Background: an optimization exercise with open tools, aiming at small area, a short achievable clock period and few clock cycles. Do not read the settings as production practice.
Function was not checked in any run shown here: the RTL went through the layout flow alone.

==> flow/design.v <==
package rau_pkg;
	typedef enum logic [2:0] {
		OP_ADD  = 3'd0,
		OP_SUB  = 3'd1,
		OP_MUL  = 3'd2,
		OP_DIV  = 3'd3,
		OP_NEG  = 3'd4,
		OP_INV  = 3'd5,
		OP_NORM = 3'd6,
		OP_EQ   = 3'd7
	} op_t;
	typedef enum logic [1:0] {
		ST_OK   = 2'd0,
		ST_OVF  = 2'd1,
		ST_ZERO = 2'd2
	} status_t;
endpackage
import rau_pkg::*;
module rational_arithmetic_unit
#(
	parameter int OPERAND_WIDTH = 32
) (
	input  logic                            clk,
	input  logic                            arst_n,
	input  logic                            in_valid,
	output logic                            in_stall,
	input  logic [2:0]                      operation,
	input  logic signed [OPERAND_WIDTH-1:0] a_num,
	input  logic signed [OPERAND_WIDTH-1:0] a_den,
	input  logic signed [OPERAND_WIDTH-1:0] b_num,
	input  logic signed [OPERAND_WIDTH-1:0] b_den,
	output logic                            out_valid,
	input  logic                            out_stall,
	output logic signed [OPERAND_WIDTH-1:0] res_num,
	output logic signed [OPERAND_WIDTH-1:0] res_den,
	output logic                            is_equal,
	output logic [1:0]                      status
);
	logic st_idle, st_triv, st_mul1, st_comb, st_mul2, st_gcd, st_fin;
	logic stall_q, ov_q;
	logic [2:0]  op_q;
	logic [31:0] r0_q, r1_q, r2_q, r3_q;  
	logic        zst_q;                  
	logic [3:0]  cnt_q, t2_q;
	logic        first_q;                
	logic        sn_q, rs_q, ovf_q, fovf_q, fnz_q;
	logic [63:0] u_q, v_q;
	logic        eq_q;
	logic [1:0]  st_q;
	function automatic logic [3:0] top_digit(input logic [31:0] x);
		if (x[31:3] == {29{x[31]}})       top_digit = 4'd1;
		else if (x[31:7] == {25{x[31]}})  top_digit = 4'd3;
		else if (x[31:15] == {17{x[31]}}) top_digit = 4'd7;
		else if (x[31:23] == {9{x[31]}})  top_digit = 4'd11;
		else                              top_digit = 4'd15;
	endfunction
	function automatic logic [3:0] max4(input logic [3:0] a, input logic [3:0] b);
		max4 = (a > b) ? a : b;
	endfunction
	function automatic logic [2:0] ctz7(input logic [6:0] x);
		integer i;
		ctz7 = 3'd7;
		for (i = 6; i >= 0; i = i - 1)
			if (x[i]) ctz7 = i;
	endfunction
	function automatic logic [2:0] booth(input logic [31:0] m, input logic [3:0] i);
		logic [32:0] e;
		logic [2:0]  b;
		e = {m, 1'b0};
		b = e[{i, 1'b0} +: 3];
		case (b)
			3'b001, 3'b010: booth = 3'b001;
			3'b011:         booth = 3'b010;
			3'b100:         booth = 3'b110;
			3'b101, 3'b110: booth = 3'b101;
			default:        booth = 3'b000;
		endcase
	endfunction
	logic is_add, is_sub, is_mul, is_div, is_neg, is_inv, is_norm, is_eq;
	always_comb begin
		is_add  = (op_q == OP_ADD) || (op_q == OP_SUB);
		is_sub  = (op_q == OP_SUB);
		is_mul  = (op_q == OP_MUL);
		is_div  = (op_q == OP_DIV);
		is_neg  = (op_q == OP_NEG);
		is_inv  = (op_q == OP_INV);
		is_norm = (op_q == OP_NORM);
		is_eq   = (op_q == OP_EQ);
	end
	logic       p_add, p_mul, p_div, p_neg, p_inv, p_norm, p_eq;
	logic       p_zero, p_triv;
	logic [3:0] p_tbn, p_tbd, p_t1;
	always_comb begin
		p_add  = (operation == OP_ADD) || (operation == OP_SUB);
		p_mul  = (operation == OP_MUL);
		p_div  = (operation == OP_DIV);
		p_neg  = (operation == OP_NEG);
		p_inv  = (operation == OP_INV);
		p_norm = (operation == OP_NORM);
		p_eq   = (operation == OP_EQ);
		p_zero = !p_eq && ((a_den == 32'd0) ||
			((p_add || p_mul || p_div) && b_den == 32'd0) ||
			(p_div && b_num == 32'd0) || (p_inv && a_num == 32'd0));
		p_triv = p_zero || p_neg || p_inv || p_eq;
		p_tbn  = top_digit(b_num);
		p_tbd  = top_digit(b_den);
		p_t1   = p_norm ? 4'd0 : max4(p_tbn, p_tbd);
	end
	logic [2:0]  dig_u, dig_v;       
	logic        cor_u, cor_v;       
	logic [31:0] mpl_u, mpl_v;
	logic        triv_ovf;
	always_comb begin
		mpl_u = is_mul ? r2_q : r3_q;
		mpl_v = (st_mul1 && !is_mul) ? r2_q : r3_q;
		triv_ovf = is_neg && (r0_q == 32'h8000_0000);
		cor_u = 1'b0;
		cor_v = 1'b0;
		if (st_triv) begin
			if (zst_q || is_eq || triv_ovf) begin
				dig_u = 3'b000;
				dig_v = 3'b000;
			end else begin
				dig_u = is_neg ? 3'b101 : 3'b001;
				dig_v = 3'b001;
			end
		end else if (st_fin) begin
			dig_u = (fovf_q || fnz_q) ? 3'b000 : rs_q ? 3'b101 : 3'b001;
			dig_v = fovf_q ? 3'b000 : 3'b001;
		end else if (is_norm) begin
			dig_u = 3'b001;
			dig_v = 3'b001;
			cor_u = r0_q[31];
			cor_v = r1_q[31];
		end else begin
			dig_u = booth(mpl_u, cnt_q);
			dig_v = booth(mpl_v, cnt_q);
			cor_u = r0_q[31] ^ mpl_u[31];
			cor_v = r1_q[31] ^ mpl_v[31];
		end
	end
	logic        mm_u, mm_v, comb_add, s_un, s_vn;
	logic        neg_u, neg_v;
	logic [63:0] m_u, m_v, x_u, y_u, x_v, y_v;
	logic [64:0] su, sv;
	always_comb begin
		mm_u = st_triv || st_mul1 || st_fin;
		mm_v = st_triv || st_mul1 || st_mul2 || st_fin;
		s_un = r0_q[31] ^ r3_q[31];
		s_vn = r2_q[31] ^ r1_q[31] ^ is_sub;
		comb_add = st_comb && (s_un == s_vn);
		neg_u = dig_u[2] ^ cor_u;
		neg_v = dig_v[2] ^ cor_v;
		m_u = dig_u[1] ? {{31{r0_q[31]}}, r0_q, 1'b0} :
			dig_u[0] ? {{32{r0_q[31]}}, r0_q} : 64'd0;
		m_v = dig_v[1] ? {{31{r1_q[31]}}, r1_q, 1'b0} :
			dig_v[0] ? {{32{r1_q[31]}}, r1_q} : 64'd0;
		x_u = first_q ? 64'd0 : mm_u ? {u_q[61:0], 2'b00} : u_q;
		y_u = mm_u ? (m_u ^ {64{neg_u}}) : comb_add ? v_q : ~v_q;
		x_v = first_q ? 64'd0 : mm_v ? {v_q[61:0], 2'b00} : v_q;
		y_v = mm_v ? (m_v ^ {64{neg_v}}) : ~u_q;
		su = {1'b0, x_u} + {1'b0, y_u} + {64'd0, mm_u ? neg_u : !comb_add};
		sv = {1'b0, x_v} + {1'b0, y_v} + {64'd0, mm_v ? neg_v : 1'b1};
	end
	logic        u_odd, v_odd, uv_eq, u_zero, borrow, gcd_done;
	logic        both_even, u_ev, v_ev, g_sub, repl_u, repl_v;
	logic [2:0]  sh, sh_u, sh_v;
	logic [63:0] src_u, src_v, nu, nv;
	logic [31:0] x1, x2;
	logic [39:0] sh1, sh2;
	logic [32:0] sum1, sum2;
	logic        g_ovf, f_ovf;
	always_comb begin
		u_odd  = u_q[0];
		v_odd  = v_q[0];
		uv_eq  = (u_q == v_q);
		u_zero = (u_q == 64'd0);
		borrow = !su[64];
		gcd_done = u_zero || (u_odd && v_odd && uv_eq) || ovf_q;
		both_even = !u_odd && !v_odd;
		u_ev   = !u_odd && v_odd;
		v_ev   = u_odd && !v_odd;
		g_sub  = u_odd && v_odd && !uv_eq;
		repl_u = u_ev || (g_sub && !borrow);
		repl_v = v_ev || (g_sub && borrow);
		sh     = u_ev ? ctz7(u_q[6:0]) : v_ev ? ctz7(v_q[6:0]) : ctz7(su[6:0]);
		sh_u   = !st_gcd ? 3'd0 : both_even ? 3'd1 : sh;
		sh_v   = !st_gcd ? 3'd0 : both_even ? 3'd1 : sh;
		src_u  = (st_comb && !comb_add && borrow) ? sv[63:0] :
			(!st_gcd || g_sub) ? su[63:0] : u_q;
		src_v  = (!st_gcd || g_sub) ? sv[63:0] : v_q;
		nu     = src_u >> sh_u;
		nv     = src_v >> sh_v;
		x1     = repl_u ? r0_q : r1_q;
		x2     = repl_u ? r2_q : r3_q;
		sh1    = {8'd0, x1} << sh;
		sh2    = {8'd0, x2} << sh;
		sum1   = {1'b0, r0_q} + {1'b0, r1_q};
		sum2   = {1'b0, r2_q} + {1'b0, r3_q};
		g_ovf  = ((u_ev || v_ev || g_sub) && (sh1[39:32] != 8'd0 || sh2[39:32] != 8'd0)) ||
			(g_sub && (sum1[32] || sum2[32]));
		f_ovf  = ovf_q || sum1[32] || sum2[32] || sum2[31] ||
			(rs_q ? (sum1[31] && sum1[30:0] != 31'd0) : sum1[31]);
	end
	logic take, hold, init_cof, rs_new;
	logic n_idle, n_triv, n_mul1, n_comb, n_mul2, n_gcd, n_fin, n_ov;
	assign take = in_valid && !stall_q;
	assign hold = ov_q && out_stall;    
	always_comb begin
		n_idle = st_idle; n_triv = st_triv; n_mul1 = st_mul1; n_comb = st_comb;
		n_mul2 = st_mul2; n_gcd = st_gcd; n_fin = st_fin;
		init_cof = 1'b0;
		if (st_idle || (st_triv && !hold) || st_fin) begin
			n_triv = take && p_triv;
			n_mul1 = take && !p_triv;
			n_idle = !take;
			n_fin  = 1'b0;
		end
		if (!hold) begin
			if (st_mul1 && cnt_q == 4'd0) begin
				n_mul1 = 1'b0;
				n_comb = is_add;
				n_gcd  = !is_add;
				init_cof = !is_add;
			end
			if (st_comb) begin
				n_comb = 1'b0;
				n_mul2 = 1'b1;
			end
			if (st_mul2 && cnt_q == 4'd0) begin
				n_mul2 = 1'b0;
				n_gcd  = 1'b1;
				init_cof = 1'b1;
			end
			if (st_gcd && gcd_done) begin
				n_gcd = 1'b0;
				n_fin = 1'b1;
			end
		end
		n_ov = (st_triv && !hold) || st_fin || (ov_q && out_stall);
		rs_new = is_norm ? (r0_q[31] ^ r1_q[31]) :
			is_add ? (sn_q ^ r1_q[31] ^ r3_q[31]) :
			(r0_q[31] ^ r1_q[31] ^ r2_q[31] ^ r3_q[31]);
	end
	always_ff @(posedge clk or negedge arst_n) begin
		if (!arst_n) begin
			st_idle <= 1'b1;
			st_triv <= 1'b0;
			st_mul1 <= 1'b0;
			st_comb <= 1'b0;
			st_mul2 <= 1'b0;
			st_gcd  <= 1'b0;
			st_fin  <= 1'b0;
			ov_q    <= 1'b0;
			stall_q <= 1'b0;
		end else begin
			st_idle <= n_idle;
			st_triv <= n_triv;
			st_mul1 <= n_mul1;
			st_comb <= n_comb;
			st_mul2 <= n_mul2;
			st_gcd  <= n_gcd;
			st_fin  <= n_fin;
			ov_q    <= n_ov;
			stall_q <= !(n_idle || n_fin || (n_triv && !n_ov));
		end
	end
	always_ff @(posedge clk) begin
		if (!hold) begin
			if (init_cof) begin
				r0_q <= 32'd1;
				r1_q <= 32'd0;
				r2_q <= 32'd0;
				r3_q <= 32'd1;
				rs_q <= rs_new;
				ovf_q <= 1'b0;
			end
			if (st_triv || st_mul1 || st_mul2 || st_fin) begin
				first_q <= 1'b0;
				v_q <= nv;
			end
			if (st_triv || st_mul1 || st_fin)
				u_q <= nu;
			if (st_mul1 || st_mul2)
				cnt_q <= cnt_q - 4'd1;
			if (st_mul1 && cnt_q == 4'd0)
				cnt_q <= t2_q;
			if (st_triv) begin
				eq_q <= is_eq && (r0_q == r2_q) && (r1_q == r3_q);
				st_q <= zst_q ? ST_ZERO : triv_ovf ? ST_OVF : ST_OK;
			end
			if (st_comb) begin
				u_q <= nu;
				sn_q <= (comb_add || !borrow) ? s_un : s_vn;
				first_q <= 1'b1;
			end
			if (st_gcd) begin
				if (gcd_done) begin
					r0_q <= sum1[31:0];
					r1_q <= sum2[31:0];
					fovf_q <= f_ovf;
					fnz_q <= u_zero;
					first_q <= 1'b1;
				end else begin
					if (g_ovf) ovf_q <= 1'b1;
					if (both_even || repl_u) u_q <= nu;
					if (both_even || repl_v) v_q <= nv;
					if (!both_even) begin
						if (repl_u) begin
							r0_q <= sh1[31:0];
							r2_q <= sh2[31:0];
							if (g_sub) begin
								r1_q <= sum1[31:0];
								r3_q <= sum2[31:0];
							end
						end else begin
							r1_q <= sh1[31:0];
							r3_q <= sh2[31:0];
							if (g_sub) begin
								r0_q <= sum1[31:0];
								r2_q <= sum2[31:0];
							end
						end
					end
				end
			end
			if (st_fin) begin
				eq_q <= 1'b0;
				st_q <= fovf_q ? ST_OVF : ST_OK;
			end
		end
		if (take) begin
			op_q  <= operation;
			r0_q  <= p_inv ? a_den : a_num;
			r1_q  <= p_inv ? a_num : a_den;
			r2_q  <= b_num;
			r3_q  <= b_den;
			zst_q <= p_zero;
			cnt_q <= p_t1;
			t2_q  <= p_tbd;
			first_q <= 1'b1;
		end
	end
	assign in_stall  = stall_q;
	assign out_valid = ov_q;
	assign res_num   = u_q[31:0];
	assign res_den   = v_q[31:0];
	assign is_equal  = eq_q;
	assign status    = st_q;
endmodule
==> flow/run.sh <==
#!/bin/bash
# synth_recipe.tcl (not shown) runs the flow's synth.tcl, then flattens the netlist and writes it again
# the make line also repeats each setting of config.mk as NAME=value (left out here)
make -C /OpenROAD-flow-scripts/flow DESIGN_CONFIG=/design/flow/config.mk WORK_HOME=/design/flow/orfs CLKGATE_MAP_FILE= SYNTH_SCRIPT=/design/flow/synth_recipe.tcl finish
==> flow/config.mk <==
export PLATFORM = sky130hd
export DESIGN_NAME = rational_arithmetic_unit
export DESIGN_NICKNAME = rational_arithmetic_unit
export VERILOG_FILES = /design/flow/design.v
export SDC_FILE = /design/flow/constraint.sdc
export NUM_CORES = 4
export LEC_CHECK = 0
export CAP_MARGIN = 20
export CORE_MARGIN = 2
export CORE_UTILIZATION = 25
export PLACE_DENSITY = 0.45
export SLEW_MARGIN = 20
==> flow/constraint.sdc <==
create_clock -name core_clock -period 15.0 [get_ports {clk}]
set_input_delay 3.0000 -clock core_clock [delete_from_list [all_inputs] [get_ports {clk}]]
set_output_delay 3.0000 -clock core_clock [all_outputs]
set_load 0.01 [all_outputs]
==> impl_metrics.toml, run 1 <==
[outcome]
outcome = "no timing/DRC/antenna violations"

[worst_setup_path]
worst_path_most_repeated_cell = "buf_4"
cp_slowest_cell = "buf_4"
startpoint_type = "flop"
worst_r2r_path_depth = 30
worstPathRequired_ps = 15550
slowest_delay_ps = 860
crit_arrival_ps = 11020
critPathMaxFanout = 70
critPathCaptureType = "flop"
crit_type = "flop to flop"

[detailed_routing]
drc = 0
vias = 57300
wl_mm = 294
maxUsedRoutingLayer = "met5"
routed-wl-met3_mm = 27.1
wl_per_cell_um = 31.9
first_pass_iters = 7
drt-initial-drc-count = 7917
postRouteAntennaNets = 0
avgViaCountPerCell = 6.23
met2_length_mm = 128
m1WireLength_mm = 119

[clock_network]
cts_made_buffers = 46
clock_sinks = 285
worstSkewPairLatency_ps = 750
cts.htree.levels = 2
postCtsSetupRepairBufs = 0
cts_root_buf = "clkbuf_16"
clockBufferDepth = 3
cts-hold-fix-buffers = 0
cts.repair.resized = 0
path_clk_slew_ps = 60
cts_tree = "done"

[yosys]
synth-adder-area-share = 0.0533
synth_edf_count = 275
yosys.cell_types.count = 118
syn-num-nets = 7151
synth_seq_cells = 285
synth.area.mux_share = 0.108
synthSimpleGateAreaFrac = 0.210
syn-cell-area_um2 = 49200
synth_top_area_frac = 0.168
synth_xor_area_frac = 0.0673
yosysMostFrequentCell = "nand2_1"
synth_top_family_by_area = "compound AO/OA/AOI/OAI gates"
yosysWarnings = 1
synth-compound-area-share = 0.313
synthTopCellsByCount = "nand2_1 (957), a21oi_1 (729), nor2_1 (509)"
yosys-top-cells-area = "edfxtp_1 (17%), mux2i_1 (7.6%), a21oi_1 (7.4%), nand2_1 (7.3%), ha_1 (5.1%)"
syn_inst = 6810
seq_area_frac_synth = 0.173
synth_top_cell_by_area = "edfxtp_1"
syn_area_per_cell_um2 = 7.23
async_flop_share = 0.0316
ys.flop_type = "edfxtp_1"

[hold_path]
hp-class = "flop to flop"
holdPathStages = 2

[timing]
setup_tns_ps = 0
slew_viol_final = 0
fin_crit_sh = 0.698
slew_headroom = 0.149
tightest_slew_ps = 1270
hold_violations = 0
rsz0062_at_grt = "false"
setup_viol = 0
period_needed_ps = 10480
finClkSkew_ps = 94.8
fmax_mhz = 95.5

[floorplanning]
start_util = 0.252
die_w_um = 448
pin_count = 204
coreArea_um2 = 195000
die_area_um2 = 201000
rows = 162
dieHeight_um = 448

[placement]
placedCellCount = 9120
place_area_um2 = 53300
port_buffers = 203
gp_congestion = 0.991
hpwl_mm = 219

[grt]
first_global_vias = 53200
grt.total_usage = 0.281
grt_pass1_wl_mm = 409
grt_start_max_net_pins = 158
antenna_found_initial = 13
grt_overflow_total = 0

[job]
max_cap_viol_count = 0

[finish]
fin_nets = 6885
syn2layout_area_growth_pct = 11.5
design_area_um2 = 54900
drive_gt1_frac = 0.0889
fin_cells = 9209
nFillCells = 21500
cell type report:
type | count | area [um2] | area share
Clock inverter | 28 | 299 | 0.00545
Tap cell | 2624 | 3280 | 0.0598
Antenna cell | 7 | 17.5 | 0.000319
Multi-Input combinational cell | 5666 | 37400 | 0.681
Sequential cell | 285 | 8510 | 0.155
Clock buffer | 54 | 1250 | 0.0228
Inverter | 133 | 509 | 0.00928
Timing Repair Buffer | 412 | 3650 | 0.0665
cells by family after synthesis:
logic type,count (synthesis)
xor gates and xnor gates,374
AOI/OAI and AO/OA,2331
and+or+nand+nor,2264
muxes,491
adders and majority gates,206
buffers and inverters,859
DFF,285
layout by cell type, fill, tap and decap left out, drive strengths merged, types with 116 or more instances in the layout:
cell	n
a211oi	116
a21oi	760
buf	209
clkdlybuf4s50	203
edfxtp	275
ha	200
inv	134
mux2i	375
nand2	959
nand3	143
nor2	511
nor3	128
o21ai	388
xnor2	161
xor2	211
metrics by stage:
stage	util	setup slack (ps)	hold slack, ps
floorplan	-	6800	533
global placement	0.273	4860	577
detailed placement	0.273	4840	595
CTS	0.281	4820	607
global route	0.281	4090	649
finish	0.281	4520	615
state kept, by name, indices dropped and copies added (netlist names), 2 cells and up:
register	count
r1_q	32
v_q	64
r0_q	32
st_q	2
op_q	3
r3_q	32
t2_q	3
u_q	64
cnt_q	4
r2_q	32
per-layer routing:
metal  vias up  GRT usage
met5         -          0
met1     28100      0.364
li1      24900          -
met3       776     0.0518
met4         4      0.157
met2      3549      0.436
critical path, delay by kind of cell (launching register included):
family	cells	cell delay, ps
compound gates	8	2120
xor+xnor	2	620
fa+ha+maj	2	670
buf+inv	5	2520
flops	1	510
mux	6	2250
simple gates	7	1430
worst paths after layout:
path | startpoint | end | slack [ps]
min in group asynchronous | arst_n | ov_q | 2610
worst max register to register | op_q[2] | r3_q[9] | 4520
max in group asynchronous | arst_n | st_gcd | 12010
worst min register to register | r0_q[14] | r0_q[14] | 610
worst min-delay path | r0_q[14] | r0_q[14] | 610
worst max-delay path | op_q[2] | r3_q[9] | 4520
==> inputs of run 2 (changes only) <==
--- a/flow/config.mk
+++ b/flow/config.mk
@@ -11,2 +11,3 @@
 export PLACE_DENSITY = 0.45
+export SETUP_SLACK_MARGIN = 5
 export SLEW_MARGIN = 20
==> run 2 against run 1 <==
Final area up 0.36%. Hold slack better by 12 ps. Critical endpoint unchanged. Still clean.
==> impl_metrics.toml, run 2 <==
[grt]
antenna_found_initial = 12
grt.total_usage = 0.281
grt_overflow_total = 0
grt_pass1_wl_mm = 409
first_global_vias = 53200
grt_start_max_net_pins = 158

[placement]
gp_congestion = 0.991
placedCellCount = 9120
pre_cts_ws_ps = 4840
port_buffers = 203
hpwl_mm = 219

[timing]
slew_headroom = 0.130
tightest_slew_ps = 1290
setup_tns_ps = 0
finClkSkew_ps = 90.5
fmax_mhz = 104
hold_slack_ps = 627
finalWorstSetupSlack_ps = 5380
setup_viol = 0
hold_violations = 0
fin_crit_sh = 0.641
slew_viol_final = 0
period_needed_ps = 9620
rsz0062_at_grt = "true"

[floorplanning]
pin_count = 204
start_util = 0.252
rows = 162
coreArea_um2 = 195000
die_w_um = 448
die_area_um2 = 201000
dieHeight_um = 448

[yosys]
synth-compound-area-share = 0.313
synth_seq_cells = 285
synth-adder-area-share = 0.0533
synth_xor_area_frac = 0.0673
synth_top_cell_by_area = "edfxtp_1"
syn_inst = 6810
synth_top_family_by_area = "compound AO/OA/AOI/OAI gates"
synthTopCellsByCount = "nand2_1 (957), a21oi_1 (729), nor2_1 (509)"
yosysWarnings = 1
synthSimpleGateAreaFrac = 0.210
synth_top_area_frac = 0.168
seq_area_frac_synth = 0.173
syn-num-nets = 7151
async_flop_share = 0.0316
ys.flop_type = "edfxtp_1"
syn-cell-area_um2 = 49200
synth.area.mux_share = 0.108
synth_edf_count = 275
yosysMostFrequentCell = "nand2_1"
yosys-top-cells-area = "edfxtp_1 (17%), mux2i_1 (7.6%), a21oi_1 (7.4%), nand2_1 (7.3%), ha_1 (5.1%)"
syn_area_per_cell_um2 = 7.23
yosys.cell_types.count = 118

[finish]
final_core_util = 0.282
mostFrequentLayoutCell = "nand2_1"
fin_nets = 6898
top_regs = "u_q (64), v_q (64)"
final_cell_mix = "nand2_1 (946), a21oi_1 (726), nor2_1 (493)"
fin_cells = 9221
nFillCells = 21500
syn2layout_area_growth_pct = 11.9
drive_gt1_frac = 0.0916

[worst_setup_path]
crit_arrival_ps = 10170
rr_endpoint = "r3_q[9]"
critPathCaptureType = "flop"
startpoint_type = "flop"
crit_start = "op_q[2]"
crit_type = "flop to flop"
critical_path.endpoint = "r3_q[9]"
worst_path_most_repeated_cell = "nor2_1"
critPathMaxFanout = 70
rr_startpoint = "op_q[2]"
cp_slowest_cell = "mux4_2"
slowest_delay_ps = 560
ff2ff_setup_slack_ps = 5380
worstPathRequired_ps = 15540
worst_r2r_path_depth = 30

[clock_network]
cts_tree = "done"
clockBufferDepth = 3
cts_root_buf = "clkbuf_16"
cts.htree.levels = 2
cts_made_buffers = 46
path_clk_slew_ps = 60
worstSkewPairLatency_ps = 740
cts-hold-fix-buffers = 0
clock_sinks = 285

[detailed_routing]
wl_per_cell_um = 31.9
drt-initial-drc-count = 7813
postRouteAntennaNets = 0
wl_mm = 294
avgViaCountPerCell = 6.22
vias = 57300
first_pass_iters = 7
drc = 0

[outcome]
outcome = "no timing/DRC/antenna violations"

[hold_path]
hp-class = "flop to flop"

[job]
max_cap_viol_count = 0
==> run 2: changes by cell type in the layout (fill, tap and decap cells not counted), moves of 2 or more <==
cell	change
nand2_8	+2
nand2_2	+2
buf_8	+2
nand2_1	-3
buf_6	+6
==> run 2: worst min path at each step <==
stage | start | slack, ps | endpoint | cells past startpoint
floorplan | st_mul2 | 530 | st_mul2 | 1
global placement | r0_q[14] | 580 | r0_q[14] | 2
detailed placement | r0_q[14] | 590 | r0_q[14] | 2
CTS | r0_q[14] | 610 | r0_q[14] | 2
global route | r0_q[14] | 650 | r0_q[14] | 2
finish | r0_q[14] | 630 | r0_q[14] | 2
==> run 2: kinds of logic after synthesis <==
group                      after synthesis
and+or+nand+nor                       2264
adders and majority gates              206
muxes                                  491
DFF                                    285
buffers and inverters                  859
AOI/OAI and AO/OA                     2331
xor gates and xnor gates               374
==> run 2: routing by layer <==
| metal | up-vias | wire (um) | global-route usage |
|---|---|---|---|
| li1 | 24900 | - | - |
| met1 | 28000 | 118000 | 0.364 |
| met2 | 3624 | 128000 | 0.436 |
| met3 | 800 | 27700 | 0.0522 |
| met4 | 4 | 19700 | 0.157 |
| met5 | - | 24 | 0 |
==> run 2: repair_timing <==
item | in CTS | in global routing
pin swaps | 0 | 2
endpoints found under the setup margin | 29 | 192
cloned | 0 | 2
buffers inserted | 0 | 11
gates resized for setup | 3 | 21
hold endpoints to repair | 0 | 0
==> run 2: metrics by stage <==
| step | area [um2] |
|---|---|
| floorplan | 49200 |
| global placement | 53300 |
| detailed placement | 53300 |
| CTS | 54900 |
| global route | 55100 |
| finish | 55100 |
==> run 2: layout make-up <==
class	count	area [um2]	share of cell area
Multi-Input combinational cell	5668	37400	0.679
Sequential cell	285	8510	0.154
Timing Repair Buffer	423	3790	0.0688
Tap cell	2624	3280	0.0596
Clock buffer	54	1250	0.0228
Inverter	133	509	0.00924
Clock inverter	28	299	0.00543
Antenna cell	6	15.0	0.000273
==> run 2: critical path: cells and delay by family, from the launching register on <==
family                     cells  cell delay (ps)
xor gates and xnor gates       2              670
DFF                            1              510
adders and majority gates      1              440
muxes                          6             2210
AOI/OAI and AO/OA              8             1510
and+or+nand+nor                8             1780
buffers and inverters          5             2070

## what the ideal ports hide
The flow's constraints put no driver on any port. The routed layouts listed below were extracted and timed again, unchanged, in two steps.
Step 1 sets driving cells, clkbuf_16 on the clock port and buf_2 on the other inputs (assumed; they add their load-dependent delay and slew).
Step 2 times the ports against the registers' clock, not the clock port: input delays grow and output delays shrink by t, the midpoint of the rising clock arrivals with the driver on.
Slacks: ideal ports / drivers / drivers and shift; pairs: ideal ports / drivers.
run	t (ns)	setup slack, ns	worst hold slack (ns)	worst setup path after step 2	worst register clock-pin slew, ns
run 1	0.794	4.524 / 4.524 / 4.524	0.615 / 0.615 / 0.615	register to register	0.07 / 0.07
run 2	0.790	5.378 / 5.378 / 5.378	0.627 / 0.627 / 0.627	register to register	0.07 / 0.07
After both steps every run listed still meets setup and hold.
